This is an optimization exercise on Yosys and OpenROAD, whose aim is small area, a short achievable clock period and few clock cycles per item, not a production implementation. RTL that was checked went through simulation tests only; none was proved equivalent to the original. Power figures rest on the tool's default switching activity, not on a simulated workload.

== v24 ==
==> module collision_score, before the edit <==
module collision_score #(
    parameter int N_BULLETS = 5,
    parameter int N_ENEMIES = 5,
    parameter int N_DIVERS  = 5
) (
    input  logic                    i_clk,
    input  logic [31:0]             i_player,
    input  logic [18*N_BULLETS-1:0] i_bullets,
    input  logic [18*N_ENEMIES-1:0] i_enemies,
    input  logic [18*N_DIVERS-1:0]  i_divers,
    input  logic [31:0]             i_score,
    output logic [31:0]             o_player,
    output logic [18*N_BULLETS-1:0] o_bullets,
    output logic [18*N_ENEMIES-1:0] o_enemies,
    output logic [18*N_DIVERS-1:0]  o_divers,
    output logic [31:0]             o_score,
    output logic                    o_lose
);
    function automatic win(input logic [7:0] a, input logic [7:0] b,
                           input logic cin, input logic [3:0] lim);
        logic [4:0] lo;
        logic [7:0] p, t;
        lo  = {1'b0, a[3:0]} + {1'b0, ~b[3:0]} + {4'd0, cin};
        p   = ~(a ^ b);
        t   = a | ~b;
        win = lo[3:0] <= lim && lo[4] == p[4] && t[4] == p[5] && t[5] == p[6]
              && t[6] == p[7] && t[7];
    endfunction
    logic [7:0] px, py;
    assign px = i_player[31:24];
    assign py = i_player[23:16];
    logic [N_BULLETS*N_ENEMIES-1:0] match_d;
    logic [N_DIVERS-1:0]            pick_d;
    always_comb begin
        for (int e = 0; e < N_ENEMIES; e++)
            for (int b = 0; b < N_BULLETS; b++)
                match_d[N_BULLETS*e+b] = i_enemies[18*e] && i_bullets[18*b]
                    && win(i_bullets[18*b+10 +: 8], i_enemies[18*e+10 +: 8], 1'b0, 4'd8)
                    && win(i_bullets[18*b+2 +: 8], i_enemies[18*e+2 +: 8], 1'b0, 4'd8);
        for (int d = 0; d < N_DIVERS; d++)
            pick_d[d] = i_divers[18*d]
                && win(i_divers[18*d+10 +: 8], px, 1'b1, 4'd9)
                && win(i_divers[18*d+2 +: 8], py, 1'b1, 4'd9);
    end
    assign o_lose = py >= 8'd10 && i_player[15:6] <= 10'd1 && i_player[5:3] <= 3'd1;
    logic [31:0]                    player_q;
    logic [18*N_BULLETS-1:0]        bullets_q;
    logic [18*N_ENEMIES-1:0]        enemies_q;
    logic [18*N_DIVERS-1:0]         divers_q;
    logic [31:0]                    score_q;
    logic [N_BULLETS*N_ENEMIES-1:0] match_q;
    logic [N_DIVERS-1:0]            pick_q;
    always_ff @(posedge i_clk) begin
        player_q  <= i_player;
        bullets_q <= i_bullets;
        enemies_q <= i_enemies;
        divers_q  <= i_divers;
        score_q   <= i_score;
        match_q   <= match_d;
        pick_q    <= pick_d;
    end
    logic [N_BULLETS-1:0] avail [N_ENEMIES+1];
    logic [N_BULLETS-1:0] cand  [N_ENEMIES];
    logic [N_BULLETS-1:0] take  [N_ENEMIES];
    logic [N_ENEMIES-1:0] hit;
    always_comb begin
        avail[0] = '1;
        for (int e = 0; e < N_ENEMIES; e++) begin
            cand[e]      = match_q[N_BULLETS*e +: N_BULLETS] & avail[e];
            take[e]      = cand[e] & ~(cand[e] - 1'b1);
            hit[e]       = |cand[e];
            avail[e + 1] = avail[e] & ~take[e];
        end
    end
    logic [7:0] qy;
    logic [9:0] qoxy;
    logic [2:0] qlives, qdivc;
    assign qy     = player_q[23:16];
    assign qoxy   = player_q[15:6];
    assign qlives = player_q[5:3];
    assign qdivc  = player_q[2:0];
    logic [2:0] n_pick;
    logic       surface, rescue, starve;
    logic [2:0] divc_picked;
    always_comb begin
        n_pick = '0;
        for (int d = 0; d < N_DIVERS; d++)  n_pick = n_pick + 3'(pick_q[d]);
        divc_picked = qdivc;
        if (qdivc < 3'd6) divc_picked = (4'(qdivc) + 4'(n_pick) >= 4'd6) ? 3'd6 : qdivc + n_pick;
    end
    assign surface = qy < 8'd10;
    assign rescue  = surface && qdivc == 3'd6;
    assign starve  = !surface && qoxy <= 10'd1;
    always_comb begin
        o_player = player_q;
        o_player[2:0] = rescue ? 3'd0 : divc_picked;
        if (surface || starve) o_player[15:6] = 10'd1000;
        else o_player[15:6] = qoxy - 10'd1;
        if (starve) o_player[5:3] = (qlives <= 3'd1) ? 3'd0 : qlives - 3'd1;
    end
    always_comb begin
        o_bullets = bullets_q;
        o_enemies = enemies_q;
        o_divers  = divers_q;
        for (int b = 0; b < N_BULLETS; b++) o_bullets[18*b] = bullets_q[18*b] & avail[N_ENEMIES][b];
        for (int e = 0; e < N_ENEMIES; e++) o_enemies[18*e] = enemies_q[18*e] & ~hit[e];
        for (int d = 0; d < N_DIVERS; d++)  o_divers[18*d]  = divers_q[18*d] & ~pick_q[d];
    end
    logic [N_DIVERS+1:0] q_hot;
    logic [N_ENEMIES:0]  k_hot;
    logic [9:0]          low_q [N_DIVERS+2];
    logic [9:0]          low_p;
    logic [9:0]          low_k [N_ENEMIES+1];
    logic [9:0]          low;
    logic [31:9]         all_ones;
    always_comb begin
        q_hot = (N_DIVERS+2)'(1);
        for (int d = 0; d < N_DIVERS; d++)
            if (pick_q[d]) q_hot = q_hot << 1;
        if (rescue) q_hot = q_hot << 1;
        k_hot = (N_ENEMIES+1)'(1);
        for (int e = 0; e < N_ENEMIES; e++)
            if (hit[e]) k_hot = k_hot << 1;
        low_p = '0;
        for (int q = 0; q <= N_DIVERS + 1; q++) begin
            low_q[q] = {1'b0, score_q[8:0]} + 10'(50 * q);
            low_p    = low_p | (low_q[q] & {10{q_hot[q]}});
        end
        low = '0;
        for (int k = 0; k <= N_ENEMIES; k++) begin
            low_k[k] = low_p + 10'(20 * k);
            low      = low | (low_k[k] & {10{k_hot[k]}});
        end
        all_ones[9] = 1'b1;
        for (int i = 10; i < 32; i++) all_ones[i] = all_ones[i-1] & score_q[i-1];
        o_score[8:0] = low[8:0];
        for (int i = 9; i < 32; i++) o_score[i] = score_q[i] ^ (low[9] & all_ones[i]);
    end
endmodule
export LEC_CHECK = 0
export CAP_MARGIN = 20
export CORE_MARGIN = 2
export CORE_UTILIZATION = 40
export SLEW_MARGIN = 20
create_clock -name core_clock -period 25.0 [get_ports {i_clk}]
standard.sh (not shown) runs the stock make flow with config.mk's settings and CLKGATE_MAP_FILE= SYNTH_SCRIPT=/design/flow/synth_recipe.tcl, a recipe that flattens the netlist after the stock synthesis.
==> flow/flow/run.sh <==
#!/bin/bash
# Layout flow: the standard ORFS flow (standard.sh, with the standard flow's synthesis
# script) with these changes:
#  - synthesis leaves adders to ABC (no half/full adder extraction), so ABC
#    can restructure the arithmetic; registers are untouched
#  - every port still gets its own buffer, a plain buf_2 instead of the
#    default delay-cell buffer
set -euo pipefail
MARGIN=$(cat flow/margin.txt 2>/dev/null || echo 0)
bash standard.sh ADDER_MAP_FILE= synth > flow_synth.log 2>&1
bash standard.sh ADDER_MAP_FILE= "BUFFER_PORTS_ARGS=-buffer_cell sky130_fd_sc_hd__buf_2" \
    SETUP_SLACK_MARGIN=$MARGIN finish > flow_finish.log 2>&1
test -f out/final.def
==> flow/flow/margin.txt <==
15
Inputs modified between v24 and v38:
--- a/flow/design.v
+++ b/flow/design.v
@@ -180,15 +180,17 @@
     logic [2:0] qlives, qdivc;
     assign qy     = player_q[23:16];
     assign qoxy   = player_q[15:6];
     assign qlives = player_q[5:3];
     assign qdivc  = player_q[2:0];
-    logic [2:0] n_pick;
+    logic [2:0] n_hit, n_pick;
     logic       surface, rescue, starve;
     logic [2:0] divc_picked;
     always_comb begin
+        n_hit  = '0;
         n_pick = '0;
+        for (int e = 0; e < N_ENEMIES; e++) n_hit  = n_hit + 3'(hit[e]);
         for (int d = 0; d < N_DIVERS; d++)  n_pick = n_pick + 3'(pick_q[d]);
         divc_picked = qdivc;
         if (qdivc < 3'd6) divc_picked = (4'(qdivc) + 4'(n_pick) >= 4'd6) ? 3'd6 : qdivc + n_pick;
     end
     assign surface = qy < 8'd10;
@@ -207,35 +209,24 @@
         o_divers  = divers_q;
         for (int b = 0; b < N_BULLETS; b++) o_bullets[18*b] = bullets_q[18*b] & avail[N_ENEMIES][b];
         for (int e = 0; e < N_ENEMIES; e++) o_enemies[18*e] = enemies_q[18*e] & ~hit[e];
         for (int d = 0; d < N_DIVERS; d++)  o_divers[18*d]  = divers_q[18*d] & ~pick_q[d];
     end
-    logic [N_DIVERS+1:0] q_hot;
-    logic [N_ENEMIES:0]  k_hot;
-    logic [9:0]          low_q [N_DIVERS+2];
-    logic [9:0]          low_p;
-    logic [9:0]          low_k [N_ENEMIES+1];
-    logic [9:0]          low;
-    logic [31:9]         all_ones;
+    logic [2:0]         n_save;
+    logic [9:0]         low_k [N_ENEMIES+1];
+    logic [N_ENEMIES:0] k_hot;
+    logic [9:0]         low;
+    logic [31:9]        all_ones;
+    assign n_save = n_pick + 3'(rescue);
     always_comb begin
-        q_hot = (N_DIVERS+2)'(1);
-        for (int d = 0; d < N_DIVERS; d++)
-            if (pick_q[d]) q_hot = q_hot << 1;
-        if (rescue) q_hot = q_hot << 1;
+        for (int k = 0; k <= N_ENEMIES; k++)
+            low_k[k] = {1'b0, score_q[8:0]} + (10'(n_save) * 10'd50 + 10'(20 * k));
         k_hot = (N_ENEMIES+1)'(1);
         for (int e = 0; e < N_ENEMIES; e++)
             if (hit[e]) k_hot = k_hot << 1;
-        low_p = '0;
-        for (int q = 0; q <= N_DIVERS + 1; q++) begin
-            low_q[q] = {1'b0, score_q[8:0]} + 10'(50 * q);
-            low_p    = low_p | (low_q[q] & {10{q_hot[q]}});
-        end
         low = '0;
-        for (int k = 0; k <= N_ENEMIES; k++) begin
-            low_k[k] = low_p + 10'(20 * k);
-            low      = low | (low_k[k] & {10{k_hot[k]}});
-        end
+        for (int k = 0; k <= N_ENEMIES; k++) low = low | (low_k[k] & {10{k_hot[k]}});
         all_ones[9] = 1'b1;
         for (int i = 10; i < 32; i++) all_ones[i] = all_ones[i-1] & score_q[i-1];
         o_score[8:0] = low[8:0];
         for (int i = 9; i < 32; i++) o_score[i] = score_q[i] ^ (low[9] & all_ones[i]);
     end
Results
- Per the comparison of v38 with v24, number of diodes added for antenna fixing rose by 25%; final estimated routing congestion in global placement +about 1.1%; non-clock buffer total of the final layout lost 7; mean area per synthesized cell shrank by 0.039 um2; flip-flop and latch power lower.
- Switching share of total power (higher): v38
- v38 vs v24 — total power dropped 0.015 mW.
- Compared v38 vs v24, and share of synthesized area spent on multiplexers is down in v38.
- The global-route track usage on met2 of v38 is lower than that of v24.
Testbench counts of v38, summed over its fixed seeds: cycles 48,000, steps 24,000.
The RTL of v24 was laid out without a check of its function.

-- re-timing with driven ports --
No port has a modelled driver above. Below, the same layouts with a new extraction and two added sets of constraints. Step 1 sets driving cells, clkbuf_16 on the clock port and buf_2 on the other inputs (assumed; they add their load-dependent delay and slew). Step 2 also shifts input and output timing later by t, the mid clock arrival at the registers, as if the neighbouring blocks saw the same clock. Three values: ideal, step 1, step 2; two values: the first two.
run	shift t [ns]	setup WS [ns]	worst setup path after step 2	worst data-port slew with drivers (ns)
v24	0.671	15.307 / 15.235 / 14.849	input to register	0.20
v38	0.674	15.196 / 15.125 / 15.045	input to register	0.20
After both steps every run listed still meets setup and hold. The setup slack of v24, which loses most, moves by -0.072 ns with the drivers and by -0.458 ns with both steps.
